Source: an optimization exercise on an open RTL-to-GDS flow (aim: small area, a short achievable clock period and few clock cycles per item). Production flows keep margins and buffers that such runs may drop.
In this exercise RTL edits were held to simulation tests only and were not proved equivalent to the original.
Power is estimated from default activity; no workload was simulated.

==> flow/design.v <==
module fp_add_sub_param #(
    parameter int EXP_W = 11,
    parameter int MAN_W = 52
) (
    input  logic                   Clock,
    input  logic                   Reset,
    input  logic                   A_store_bit,
    input  logic [EXP_W+MAN_W:0]   A,
    output logic                   A_acknowledgment,
    input  logic                   B_store_bit,
    input  logic [EXP_W+MAN_W:0]   B,
    input  logic                   Op,
    output logic                   B_acknowledgment,
    output logic [EXP_W+MAN_W:0]   SUM,
    output logic [3:0]             Flags,
    output logic                   SUM_store_bit,
    input  logic                   SUM_acknowledgment
);
    localparam int W   = 1 + EXP_W + MAN_W;
    localparam int SW  = MAN_W + 4;              
    localparam int SHW = 6;                      
    localparam int NH  = MAN_W + 2;              
    localparam int LW  = 64;                     
    localparam int LB  = 6;                      
    localparam logic [W-1:0] QNAN = {1'b0, {EXP_W{1'b1}}, 1'b1, {(MAN_W-1){1'b0}}};
    logic v1_q, v2_q, vo_q, en;
    assign en = ~vo_q | SUM_acknowledgment;
    assign A_acknowledgment = B_store_bit & en;
    assign B_acknowledgment = A_store_bit & en;
    assign SUM_store_bit    = vo_q;
    always_ff @(posedge Clock or negedge Reset) begin
        if (!Reset) begin
            v1_q <= 1'b0;
            v2_q <= 1'b0;
            vo_q <= 1'b0;
        end else if (en) begin
            v1_q <= A_store_bit & B_store_bit;
            v2_q <= v1_q;
            vo_q <= v2_q;
        end
    end
    logic [EXP_W-1:0] ea, eb, ea1, eb1, d, e_big;
    logic [EXP_W:0]   dab, dba;
    logic [MAN_W-1:0] fa, fb;
    logic [MAN_W:0]   ma, mb;
    logic             sa, sb, a_ez, b_ez, a_emax, b_emax, a_nan, b_nan, a_inf, b_inf;
    logic             agb, sub, s_big, zsgn;
    logic             spec, spec_nan, spec_sgn, spec_inv;
    logic [SHW-1:0]   shamt;
    logic [MAN_W:0]   bigx, smlx;
    assign ea = A[MAN_W +: EXP_W];
    assign eb = B[MAN_W +: EXP_W];
    assign fa = A[MAN_W-1:0];
    assign fb = B[MAN_W-1:0];
    assign sa = A[W-1];
    assign sb = B[W-1] ^ Op;
    assign a_ez   = ~|ea;
    assign b_ez   = ~|eb;
    assign a_emax = &ea;
    assign b_emax = &eb;
    assign a_nan  = a_emax & (|fa);
    assign b_nan  = b_emax & (|fb);
    assign a_inf  = a_emax & ~(|fa);
    assign b_inf  = b_emax & ~(|fb);
    assign spec     = a_emax | b_emax;
    assign spec_nan = a_nan | b_nan | (a_inf & b_inf & (sa ^ sb));
    assign spec_inv = (a_nan & ~fa[MAN_W-1]) | (b_nan & ~fb[MAN_W-1]) |
                      (~a_nan & ~b_nan & a_inf & b_inf & (sa ^ sb));
    assign spec_sgn = a_inf ? sa : sb;
    assign ea1 = {ea[EXP_W-1:1], ea[0] | a_ez};
    assign eb1 = {eb[EXP_W-1:1], eb[0] | b_ez};
    assign ma  = {~a_ez, fa};
    assign mb  = {~b_ez, fb};
    assign dab = {1'b0, ea1} - {1'b0, eb1};
    assign dba = {1'b0, eb1} - {1'b0, ea1};
    assign sub   = sa ^ sb;
    assign zsgn  = sa & sb;
    assign agb   = A[W-2:0] >= B[W-2:0];
    assign d     = agb ? dab[EXP_W-1:0] : dba[EXP_W-1:0];
    assign shamt = (|d[EXP_W-1:SHW]) ? {SHW{1'b1}} : d[SHW-1:0];
    assign e_big = agb ? ea1 : eb1;
    assign s_big = agb ? sa : sb;
    assign bigx  = agb ? ma : mb;
    assign smlx  = agb ? (mb ^ {(MAN_W+1){sub}}) : (ma ^ {(MAN_W+1){sub}});
    logic [MAN_W:0]   bigx_q, smlx_q;
    logic [SHW-1:0]   shamt_q;
    logic [EXP_W-1:0] eb1_q;
    logic             inv1_q, sgn1_q, zsgn1_q;
    logic             spec1_q, snan1_q, ssgn1_q, sinv1_q;
    always_ff @(posedge Clock) begin
        if (en) begin
            bigx_q  <= bigx;
            smlx_q  <= smlx;
            shamt_q <= shamt;
            eb1_q   <= e_big;
            inv1_q  <= sub;
            sgn1_q  <= s_big;
            zsgn1_q <= zsgn;
            spec1_q <= spec;
            snan1_q <= spec_nan;
            ssgn1_q <= spec_sgn;
            sinv1_q <= spec_inv;
        end
    end
    logic [SW:0]    xs;
    logic [SW+(1<<SHW):0] xs_w;
    logic [MAN_W:0] sml_true;
    logic           stk;
    logic [SW:0]    xop, yop, sum;
    assign xs_w = {{(1 << SHW){inv1_q}}, inv1_q, smlx_q, {3{inv1_q}}} >> shamt_q;
    assign xs   = xs_w[SW:0];
    assign sml_true = smlx_q ^ {(MAN_W+1){inv1_q}};
    always_comb begin
        stk = 1'b0;
        for (int i = 0; i <= MAN_W; i++)
            if (32'(i) + 32'd3 < 32'(shamt_q)) stk = stk | sml_true[i];
    end
    assign yop = {xs[SW:1], inv1_q ? (xs[0] & ~stk) : (xs[0] | stk)};
    assign xop = {1'b0, bigx_q, 3'b000};
    fp_add_sub_param_add #(.N(SW + 1)) u_add (.a(xop), .b(yop), .cin(inv1_q), .s(sum));
    logic [LB-1:0]    spos;
    logic             sok;
    logic [EXP_W-1:0] ep1;
    assign sok  = eb1_q <= EXP_W'(SW);
    assign spos = LB'(SW) - eb1_q[LB-1:0];
    assign ep1  = eb1_q + 1'b1;
    logic [SW:0]      sum_q;
    logic [EXP_W-1:0] ep1_q;
    logic [LB-1:0]    spos_q;
    logic             sok_q;
    logic             sgn2_q, zsgn2_q, spec2_q, snan2_q, ssgn2_q, sinv2_q;
    always_ff @(posedge Clock) begin
        if (en) begin
            sum_q   <= sum;
            ep1_q   <= ep1;
            spos_q  <= spos;
            sok_q   <= sok;
            sgn2_q  <= sgn1_q;
            zsgn2_q <= zsgn1_q;
            spec2_q <= spec1_q;
            snan2_q <= snan1_q;
            ssgn2_q <= ssgn1_q;
            sinv2_q <= sinv1_q;
        end
    end
    logic [LW-1:0]    sent, lv;
    logic [LB-1:0]    s;
    logic [SW:0]      t;
    logic [SW-1:0]    norm;
    logic [MAN_W:0]   m;
    logic             inc, inx, zero, e2046, e2045, ovf_e, ovf_c, sgn, ff;
    logic [EXP_W-1:0] efa;
    logic [3:0]       fl;
    assign sent = sok_q ? (LW'(1) << spos_q) : '0;
    assign lv   = {sum_q[SW], sum_q[SW-1:0] | sent[SW-1:0], {(LW-SW-1){1'b1}}};
    always_comb begin
        logic [LW-1:0]    z;
        logic [LB*LW-1:0] c;
        logic [LW-1:0]    nz;
        logic [LB*LW-1:0] nc;
        for (int i = 0; i < LW; i++) begin
            z[i] = ~lv[i];
            c[i*LB +: LB] = '0;
        end
        nz = '0;
        nc = '0;
        for (int l = 0; l < LB; l++) begin
            for (int j = 0; j < LW / 2; j++) begin
                if (j < (LW >> (l + 1))) begin
                    nz[j] = z[2*j] & z[2*j+1];
                    nc[j*LB +: LB] = z[2*j+1] ? (c[(2*j)*LB +: LB] | LB'(1 << l))
                                              : c[(2*j+1)*LB +: LB];
                end
            end
            z = nz;
            c = nc;
        end
        s = c[LB-1:0];
    end
    always_comb begin
        t = sum_q;
        for (int k = LB - 1; k >= 0; k--)
            if (s[k]) t = t << (1 << k);
    end
    assign norm = {t[SW:2], t[1] | t[0]};
    assign inc  = norm[2] & (norm[1] | norm[0] | norm[3]);
    assign inx  = |norm[2:0];
    assign zero = ~|sum_q;
    assign efa  = ep1_q - EXP_W'(s);
    assign e2046 = ep1_q == {{(EXP_W-1){1'b1}}, 1'b1};
    assign e2045 = ep1_q == {{(EXP_W-1){1'b1}}, 1'b0};
    assign ovf_e = sum_q[SW] & e2046;
    assign ovf_c = (sum_q[SW] & e2045) | (~sum_q[SW] & sum_q[SW-1] & e2046);
    always_comb begin
        if (spec2_q) begin
            m   = {1'b1, snan2_q, {(MAN_W-1){1'b0}}};
            sgn = ~snan2_q & ssgn2_q;
            ff  = 1'b1;
            fl  = {sinv2_q, 3'b000};
        end else if (ovf_e) begin
            m   = {1'b1, {MAN_W{1'b0}}};
            sgn = sgn2_q;
            ff  = 1'b1;
            fl  = 4'b0101;
        end else begin
            m   = norm[SW-1:3];
            sgn = zero ? zsgn2_q : sgn2_q;
            ff  = 1'b0;
            fl  = {2'b00, ovf_c, inx};
        end
    end
    logic [MAN_W:0]   m_q;
    logic [EXP_W-1:0] efa_q;
    logic             inc_q, sgn_q, ff_q;
    logic [3:0]       fl_q;
    always_ff @(posedge Clock) begin
        if (en) begin
            m_q   <= m;
            efa_q <= (spec2_q | ovf_e) ? {EXP_W{1'b1}} : efa;
            inc_q <= inc & ~spec2_q & ~ovf_e;
            sgn_q <= sgn;
            ff_q  <= ff;
            fl_q  <= fl;
        end
    end
    logic [MAN_W:0]   ones, rnd;
    logic             rovf, hid;
    logic [EXP_W-1:0] efb;
    always_comb begin
        ones = m_q;
        for (int l = 0; (1 << l) < MAN_W + 1; l++)
            for (int i = MAN_W; i >= 1; i--)
                if (i >= (1 << l)) ones[i] = ones[i] & ones[i - (1 << l)];
    end
    assign rnd  = m_q ^ ({ones[MAN_W-1:0], 1'b1} & {(MAN_W+1){inc_q}});
    assign rovf = inc_q & ones[MAN_W];
    assign hid  = rnd[MAN_W] | rovf;
    assign efb  = efa_q + 1'b1;
    assign SUM   = {sgn_q, hid ? (rovf ? efb : efa_q) : {EXP_W{1'b0}}, rnd[MAN_W-1:0]};
    assign Flags = ff_q ? fl_q : ((rovf & fl_q[1]) ? 4'b0101 : {2'b00, ~hid & fl_q[0], fl_q[0]});
endmodule
module fp_add_sub_param_add #(
    parameter int N = 57
) (
    input  logic [N-1:0] a,
    input  logic [N-1:0] b,
    input  logic         cin,
    output logic [N-1:0] s
);
    logic [N:0] g, p;
    always_comb begin
        g = {a & b, cin};
        p = {a ^ b, 1'b0};
        for (int l = 0; (1 << l) < N + 1; l++)
            for (int i = 0; i < N + 1; i++)
                if (((i >> l) & 1) == 1) begin
                    g[i] = g[i] | (p[i] & g[((i >> (l + 1)) << (l + 1)) + (1 << l) - 1]);
                    p[i] = p[i] & p[((i >> (l + 1)) << (l + 1)) + (1 << l) - 1];
                end
    end
    assign s = a ^ b ^ g[N-1:0];
endmodule
==> flow/flow/run.sh <==
#!/bin/bash
set -euo pipefail
export BUFFER_PORTS_ARGS="-buffer_cell sky130_fd_sc_hd__buf_2"
export CTS_ARGS="-sink_clustering_enable -repair_clock_nets -dont_use_dummy_load"
export SETUP_SLACK_MARGIN=5.25
bash standard.sh > standard_flow.log 2>&1
==> flow/standard.sh <==
#!/bin/bash
# synth_recipe.tcl (not shown) runs the flow's synth.tcl, then flattens the netlist and writes it again
# the make line also repeats each setting of config.mk as NAME=value (left out here)
make -C /OpenROAD-flow-scripts/flow DESIGN_CONFIG=/design/flow/config.mk WORK_HOME=/design/flow/orfs CLKGATE_MAP_FILE= SYNTH_SCRIPT=/design/flow/synth_recipe.tcl "${@:-finish}"
==> flow/config.mk <==
export PLATFORM = sky130hd
export DESIGN_NAME = fp_add_sub_param
export DESIGN_NICKNAME = fp_add_sub_param
export VERILOG_FILES = /design/flow/design.v
export SDC_FILE = /design/flow/constraint.sdc
export NUM_CORES = 4
export LEC_CHECK = 0
export ABC_AREA = 1
export CAP_MARGIN = 20
export CORE_MARGIN = 2
export CORE_UTILIZATION = 60
export SLEW_MARGIN = 20
==> flow/constraint.sdc <==
create_clock -name core_clock -period 10.0 [get_ports {Clock}]
set_input_delay 2.0000 -clock core_clock [delete_from_list [all_inputs] [get_ports {Clock}]]
set_output_delay 2.0000 -clock core_clock [all_outputs]
set_load 0.01 [all_outputs]
==> impl_results.md, run 1 <==
- Worst Path Max Fanout: 4
- Finish-stage setup viols: 0
- Post-route DRC: 0
- Drt first pass iters: 12
- Core area: 46260 um^2
- Initial antenna violation count: 4
- Post-synthesis cell type count: 58
- Overall routing resource usage: between 30% and 40%
- Die area: about 48000 um^2
- Post-synthesis adder-cell area fraction: between 6 and 7%
- CP arrival: 3.37 ns
- Main synth FF type: edfxtp_1
- Insertion delay to the later sink of the worst-skew pair: 0.58 ns
- Synth area leaders: edfxtp_1, nand2_1, nand3_1
- Post-Route Setup TNS: 0 ns
- Syn avg cell area: 6.746 um^2
- Synth Area in Compound Gates: 12.50%
- Post-synth top area share: 30.21%
- Relative slew slack: 15.04%
- Number of synthesized flops with an enable pin: ~280
- Initial drt markers: between 4000 and 5000
- # fillers: 3931
- Mapped Area: between 20000 and 30000 um^2
- Yosys warning total: 2
- Sequential area share after synthesis: 30.48%
- Nets: about 4600
- Hold Fails Final Rpt: 0
- ANT nets after route: 0
- Max-cap violations: 0
- Seq cells post-synth: 284
- Root Buffer: clkbuf_16
- Multiplexer area fraction after synthesis: 0.2867%
- Status: timing/DRC/antenna clean
- Die Y: 219.7 um
- Post-Synthesis Cells: 4140
- Final WL: 102.9 mm
- Die span in x: 219.7 um
- RSZ-0062 raised after global routing: true
- Longest Clk Path Bufs: 3
- Largest family of logic cells by synthesized area: simple AND/OR/NAND/NOR gates
- CP Launch Type: register
- IO buf count: between 200 and 250
- First-pass GRT wire length: 142.6 mm
- Vias in the first global route: 26520
- Vias: 30750
- Hpwl dp: 70.78 mm
- Post-synth ARST share: 1.056%
- Leak: 0.01497 uW
- Most frequent cells in the layout: nand2_1, nand3_1, inv_1
- Setup Skew: 0.02886 ns
- Worst slew pin tran: 1.263 ns
- Crit. End Element: output pin
- Most common cell after layout, fill and taps aside: nand2_1
- CP Class: register to output pin
- Req. time, crit path: 8.00 ns
- Cell taking the most area after synthesis: edfxtp_1
- Reg clk slew, reported paths: 0.07 ns
- Starting Density: 60.37%
- Period utilization: 53.73%
- DR vias/cell: 6.205
- Synthesis-to-layout area growth: 16.11%
- Worst hold slack: 0.4156 ns
- PD cells: 259.1 nW/um^2
- Fmax: about 190 MHz
- Clk sinks: 284
- Num ports: 205
- Synth Area in Simple Gates: roughly a third
- Cts bufs inserted: 30
- Total grt overflow: 0
- # rows: 79
- Max VDD drop: 0.2726 mV
- Max Slew Vio Count: 0
- CTS tree: done
- Xor/xnor cell area share of the yosys netlist: 6.115%
- WL/cell: 20.76 um
- H-tree Lvls: 1
- Layout cells sized above 1: roughly 14%
- Largest net degree at the start of global routing: around 130
- Synth Net Count: between 4000 and 5000
- Final GP Congestion: around 1.1
- Final Critical Period: roughly 5.4 ns
- Worst min-delay path class: register to register
[critical path: stages, from the launching register on]
cell,delay [ns]
edfxtp_1,0.40
nand4_1,0.13
nor2_2,0.15
nand2_2,0.11
nor2_4,0.14
nand4_1,0.17
buf_4,0.19
buf_6,0.11
nor2_4,0.09
nand4_1,0.28
inv_2,0.20
nand3_4,0.13
nor3_2,0.23
nand3_1,0.15
xnor2_1,0.16
buf_2,0.14
[per-stage QoR]
| step | instance area, um^2 | util [%] | setup slack (ns) | total power, uW | std cells |
|---|---|---|---|---|---|
| 5_1_grt | 32430 | 70.10 | 4.370 | 8939 | 4956 |
| 3_5_place_dp | 29130 | 62.97 | 3.721 | 6649 | 4790 |
| 2_1_floorplan | 27940 | - | 3.256 | 5401 | 4140 |
| 3_3_place_gp | 29130 | 62.97 | 3.872 | 6601 | 4790 |
| 4_1_cts | 30900 | 66.79 | 4.807 | 7714 | 4884 |
| 6_report | 32430 | 70.10 | 4.627 | 8402 | 4956 |
[logic make-up (layout without fill, tap and decap cells)]
| group | after synthesis | count (layout) |
|---|---|---|
| fa+ha+maj | 147 | 147 |
| compound gates | 619 | 621 |
| mux | 8 | 8 |
| buf+inv | 614 | 816 |
| flops | 284 | 284 |
| xor+xnor | 195 | 195 |
| other cells | 0 | 2 |
| simple gates | 2273 | 2276 |
[synth_stat cells (16+ instances only)]
master    count
nor4_1       57
ha_1        140
nor2_1      323
nand4_1      87
nand2_1    1161
and2_1       17
buf_1        16
clkbuf_1     96
xor2_1      159
a21oi_1     147
inv_1       404
o211ai_1     19
nand3_1     514
xnor2_1      36
o221ai_1     19
buf_2        69
inv_2        16
edfxtp_1    281
a31oi_1      19
o21ai_0     303
nor3_1       56
o21ai_1      30
[registers in the layout (all words and copies together) (netlist names), 4 cells and up]
| signal | count |
|---|---|
| bigx_q | 53 |
| eb1_q | 11 |
| efa_q | 11 |
| ep1_q | 10 |
| fl_q | 4 |
| m_q | 53 |
| shamt_q | 6 |
| smlx_q | 53 |
| spos_q | 6 |
| sum_q | 57 |
[metal layers]
metal / global-route usage, % / up-vias / share of wire, %
met3: 3.975 / 479 / 9.9
met1: 48.13 / 13910 / 37
li1: - / 14410 / -
met5: 0 / - / 0.13
met2: 63.51 / 1944 / 46
met4: 19.22 / 8 / 7.1
[repair_timing]
item	in CTS	in global routing
pin swaps	19	50
hold buffers	0	0
endpoints found under the setup margin	255	179
cloned	5	17
resized for setup	141	225
setup buffers	59	52
endpoints found under the hold margin	0	0
[final cells by class]
class                      instances  area (um^2)  area share [%]
timing repair inverter             4        20.02         0.06173
inverter                         426         1659           5.116
clock buffer                      30        750.7           2.315
timing repair buffer             356         2744           8.461
antenna                            2        5.005         0.01543
tap                              607        759.5           2.342
multi-input combinational       3247        17980           55.44
sequential                       284         8513           26.25
[final timing paths]
path | start | end | slack (ns) | depth (start not counted)
max | m_q[1] | SUM[51] | 4.63 | 15
min | ssgn1_q | ssgn2_q | 0.42 | 0
max reg2reg | shamt_q[0] | sum_q[56] | 5.35 | 24
min reg2reg | ssgn1_q | ssgn2_q | 0.42 | 0
max in group asynchronous | Reset | vo_q | 8.70 | 1
min in group asynchronous | Reset | v1_q | 1.20 | 1
[report_power, final]
group          internal, uW  switching [uW]
sequential             1970             514
combinational          1690            3290
clock                   521             423
Testbench counts, summed over its fixed seeds: cycles 2,080, items 2,048.
==> run 2, diff against run 1 <==
==> flow/flow/run.sh (replaced) <==
#!/bin/bash
# The standard layout, with two changes: the ports are buffered by buf_2 instead of
# the default buffer_ports choice (a delay cell), every port still getting its own
# buffer; and clock tree synthesis uses clkbuf_8 for clusters of up to 30 sinks
# and adds no dummy loads.
set -euo pipefail
export BUFFER_PORTS_ARGS="-buffer_cell sky130_fd_sc_hd__buf_2"
export CTS_ARGS="-sink_clustering_enable -repair_clock_nets -dont_use_dummy_load -sink_clustering_size 30 -buf_list sky130_fd_sc_hd__clkbuf_8"
bash standard.sh > standard_flow.log 2>&1
--- a/flow/config.mk
+++ b/flow/config.mk
@@ -8,5 +8,6 @@
 export ABC_AREA = 1
 export CAP_MARGIN = 20
 export CORE_MARGIN = 2
-export CORE_UTILIZATION = 60
+export CORE_UTILIZATION = 55
+export SETUP_SLACK_MARGIN = 5
 export SLEW_MARGIN = 20
==> run 2 against run 1 <==
Via count shrank 5.3%. Final cell count grew 0.26%. Largest power group unchanged. Core utilization shrank 8.3 points. Clock-buffer cell count grew 18. Combinational power shrank 8.6%. Largest cell class unchanged. Still clean on timing, DRC and antenna. Register-to-register slack lost 0.19 ns. Clock power shrank about 10%. Synthesized area is the same. Critical endpoint is now SUM[56]. Critical path depth grew 2.
==> impl_results.md, run 2 <==
- Status: timing/DRC/antenna clean (unchanged)
- Family with the most delay on the worst path: simple AND/OR/NAND/NOR gates (unchanged)
- Final core utilization: 61.82% (was 70.10%)
- Largest net degree at the start of global routing: 175 (was 131)
- Hold Buf Count CTS: 0 (unchanged)
- Most common cell after layout, fill and taps aside: nand2_1 (unchanged)
- Reg clk slew, reported paths: 0.06 ns (was 0.07 ns)
- Most frequent cell after synthesis: nand2_1 (unchanged)
- Insertion delay to the later sink of the worst-skew pair: 0.65 ns (was 0.58 ns)
- Leak: 0.01436 uW (was 0.01497 uW)
- CP Class: register to output pin (unchanged)
- Placed Instances: 4853 (was 4790)
- Most frequent cells in the layout: nand2_1, nand3_1, inv_1 (unchanged)
- Cts bufs inserted: 48 (was 30)
- Longest Clk Path Bufs: 3 (unchanged)
- CP arrival: 3.23 ns (was 3.37 ns)
- Max VDD drop: 0.1180 mV (was 0.2726 mV)
- CP max-delay cell: edfxtp_1 (unchanged)
- Number of synthesized flops with an enable pin: 281 (unchanged)
- CP Launch Type: register (unchanged)
- PD cells: 253.2 nW/um^2 (was 259.1 nW/um^2)
- Synth area leaders: edfxtp_1, nand2_1, nand3_1 (unchanged)
- Period utilization: 52.31% (was 53.73%)
- Setup Skew: 0.08105 ns (was 0.02886 ns)
- Relative slew slack: 27.59% (was 15.04%)
- Post-Synthesis Cells: 4140 (unchanged)
- # fillers: 4786 (was 3931)
- Num ports: 205 (unchanged)
- Req. time, crit path: 8.00 ns (about the same)
- Cell taking the most area after synthesis: edfxtp_1 (unchanged)
- H-tree Lvls: 2 (was 1)
- Root Buffer: clkbuf_8 (was clkbuf_16)
- First-pass GRT wire length: 144.3 mm (was 142.6 mm)
- IO buf count: 204 (unchanged)
- Mapped Area: 27930 um^2 (unchanged)
- Initial antenna violation count: 3 (was 4)
- Synth Net Count: 4421 (unchanged)
- Yosys warning total: 2 (unchanged)
- Die area: 52600 um^2 (was 48290 um^2)
- Hpwl dp: 72.45 mm (was 70.78 mm)
- Most used cell, CP: nand4_1 (unchanged)
- Post-Route Setup TNS: 0 ns (unchanged)
- Vias in the first global route: 26390 (was 26520)
- Final std cells w/o fill: 4969 (was 4956)
- Worst Path Max Fanout: 7 (was 4)
- Nets: 4577 (was 4630)
- Total grt overflow: 0 (unchanged)
- Worst slew pin tran: 1.076 ns (was 1.263 ns)
- Max-cap violations: 0 (unchanged)
- Worst min-delay path class: register to register (unchanged)
- Final WL: 94.69 mm (was 102.9 mm)
- Max Slew Vio Count: 0 (unchanged)
- Post-synthesis cell type count: 58 (unchanged)
- Die Y: 229.3 um (was 219.7 um)
- Initial drt markers: 3217 (was 4178)
- Syn avg cell area: 6.746 um^2 (unchanged)
- Core area: 50170 um^2 (was 46260 um^2)
- DR vias/cell: 5.861 (was 6.205)
- Final Critical Period: 5.231 ns (was 5.373 ns)
- Clk sinks: 284 (unchanged)
- Largest register FFs: 57 (unchanged)
- CP peak stage delay: 0.35 ns (was 0.40 ns)
- Sequential area share after synthesis: 30.48% (unchanged)
- Starting Density: 55.67% (was 60.37%)
- Cell area after layout: 31010 um^2 (was 32430 um^2)
- Largest reg by FF count: sum_q (unchanged)
- Finish-stage setup viols: 0 (unchanged)
- Crit path cell chain: nand4_1 -> nor2_2 -> nand2_2 -> nor2_4 -> nand4_1 -> inv_2 -> nand4_1 -> nor2_2 -> nand2_2 -> nor3_4 -> buf_6 -> inv_2 -> o21ai_1 -> a21o_2 -> nand3_1 -> inv_1 -> buf_2 (was nand4_1 -> nor2_2 -> nand2_2 -> nor2_4 -> nand4_1 -> buf_4 -> buf_6 -> nor2_4 -> nand4_1 -> inv_2 -> nand3_4 -> nor3_2 -> nand3_1 -> xnor2_1 -> buf_2)
- Post-route DRC: 0 (unchanged)
- Post-synth top area share: 30.21% (unchanged)
- Synthesis-to-layout area growth: 11.05% (was 16.11%)
- Overall routing resource usage: 34.75% (was 37.73%)
- Layout cells sized above 1: 11.20% (was 14.35%)
- Post-synth ARST share: 1.056% (unchanged)
- Seq cells post-synth: 284 (unchanged)
- # rows: 82 (was 79)
- RSZ-0062 raised after global routing: true (unchanged)
- Final GP Congestion: 1.043 (was 1.070)
- Drt first pass iters: 6 (was 12)
- Commonest cells post-synth: nand2_1, nand3_1, inv_1, nor2_1, o21ai_0 (unchanged)
- Crit. End Element: output pin (unchanged)
- CTS tree: done (unchanged)
- Placed inst area: 29210 um^2 (was 29130 um^2)
- Vias: 29120 (was 30750)
- ANT nets after route: 0 (unchanged)
- Fmax: 191.2 MHz (was 186.1 MHz)
- WL/cell: 19.06 um (was 20.76 um)
- Die span in x: 229.3 um (was 219.7 um)
- Hold Fails Final Rpt: 0 (unchanged)
- WP buf/inv: 5 (was 4)
- Main synth FF type: edfxtp_1 (unchanged)
[run 2: cell types whose count changed in the layout (fill, tap and decap cells not counted), moves of 13 or more]
cell       before  now
clkbuf_16      42    2
a21oi_1       130  145
buf_4          95   59
nor2_1        284  298
clkbuf_8        1   49
o21ai_0       262  287
a21oi_2        16    3
buf_6          38   14
[run 2: per-stage QoR]
stage | setup WS, ns | hold WS, ns | power, uW
after global routing | 4.586 | 0.3559 | 8473
after floorplan | 3.256 | 0.4003 | 5401
after CTS | 4.728 | 0.3546 | 7621
final | 4.769 | 0.3695 | 7852
after global placement | 3.768 | 0.4032 | 6666
after detailed placement | 3.715 | 0.4090 | 6694
[run 2: cell type report]
class	count	area, um^2	share of cell area [%]
Multi-Input combinational cell	3246	17470	56.34
Sequential cell	284	8513	27.45
Timing Repair Buffer	287	1856	5.983
Inverter	426	1648	5.313
Tap cell	672	840.8	2.711
Clock buffer	48	660.6	2.130
Timing Repair inverter	3	15.01	0.04841
Antenna cell	3	7.507	0.02421
[run 2: worst paths after layout]
kind / start / endpoint / slack, ns / cells past startpoint
max reg2reg: shamt_q[1] / sum_q[31] / 5.16 / 21
min in group asynchronous: Reset / vo_q / 1.14 / 1
max in group asynchronous: Reset / v1_q / 8.76 / 1
max: m_q[3] / SUM[56] / 4.77 / 17
min reg2reg: sgn1_q / sgn2_q / 0.37 / 0
min: sgn1_q / sgn2_q / 0.37 / 0
[run 2: cell families (layout without fill, tap and decap cells)]
logic type | count (synthesis) | count (layout) | share of synthesized area [%]
compound gates | 619 | 619 | 12.50
other cells | 0 | 3 | 0
fa+ha+maj | 147 | 147 | 6.774
buf+inv | 614 | 764 | 8.660
flops | 284 | 284 | 30.48
xor+xnor | 195 | 195 | 6.115
simple gates | 2273 | 2277 | 35.18
mux | 8 | 8 | 0.2867
[run 2: worst register-to-register path: stages, from the launching register on]
cell	delay [ns]
edfxtp_1	0.38
buf_6	0.20
buf_6	0.23
nand2_1	0.27
inv_1	0.28
o221ai_1	0.25
o31ai_1	0.11
a311oi_1	0.50
nand4_1	0.16
nor3_1	0.23
nand3_1	0.19
o21ai_0	0.23
ha_1	0.22
nand4_1	0.10
nand2_1	0.12
nand2_1	0.08
nand2_2	0.15
nand2_1	0.17
nand2_8	0.19
inv_1	0.08
fa_1	0.48
inv_1	0.03
[run 2: layer usage]
layer / vias to the layer above / routed length, um / track usage [%]
li1: 14300 / - / -
met1: 13160 / 38290 / 44.25
met2: 1352 / 43660 / 57.42
met3: 310 / 6977 / 4.880
met4: 0 / 5758 / 18.34
met5: - / 0 / 0
[run 2: power breakdown]
part           switching [uW]  internal, uW  total (uW)  leakage, uW
Clock                     424           420         845     0.000345
Sequential                493          1970        2460      0.00296
Combinational            3010          1540        4550       0.0111
[run 2: timing repair]
action                                  CTS  global route
buffers inserted                         26            30
cloned                                    3             6
resized for setup                        72           106
pin swaps                                11            17
endpoints found under the setup margin  173           115

## static timing again, ports no longer ideal
Ports are ideal in the flow. The routed layouts listed here were re-timed in OpenROAD. Step 1 sets driving cells, clkbuf_16 on the clock port and buf_2 on the other inputs (assumed; they add their load-dependent delay and slew). Step 2, shift: input delay + t, output delay - t, t = (earliest + latest rising clock arrival at the registers) / 2. This alone moves slack from input paths to output paths. Slacks: ideal ports / drivers / drivers and shift; pairs: ideal ports / drivers.
| run | t, ns | setup slack, ns | hold WS [ns] | slew at the worst register clock pin (ns) | cell pins on the clock port's net |
|---|---|---|---|---|---|
| run 1 | 0.625 | 4.627 / 4.567 / 4.789 | 0.416 / 0.416 / 0.416 | 0.07 / 0.07 | 1 |
| run 2 | 0.661 | 4.769 / 4.716 / 4.228 | 0.370 / 0.370 / 0.370 | 0.06 / 0.06 | 1 |
After both steps setup and hold are still met in every run listed. The setup slack of run 2, which loses most, moves by -0.053 ns with the drivers and by -0.541 ns with both steps.
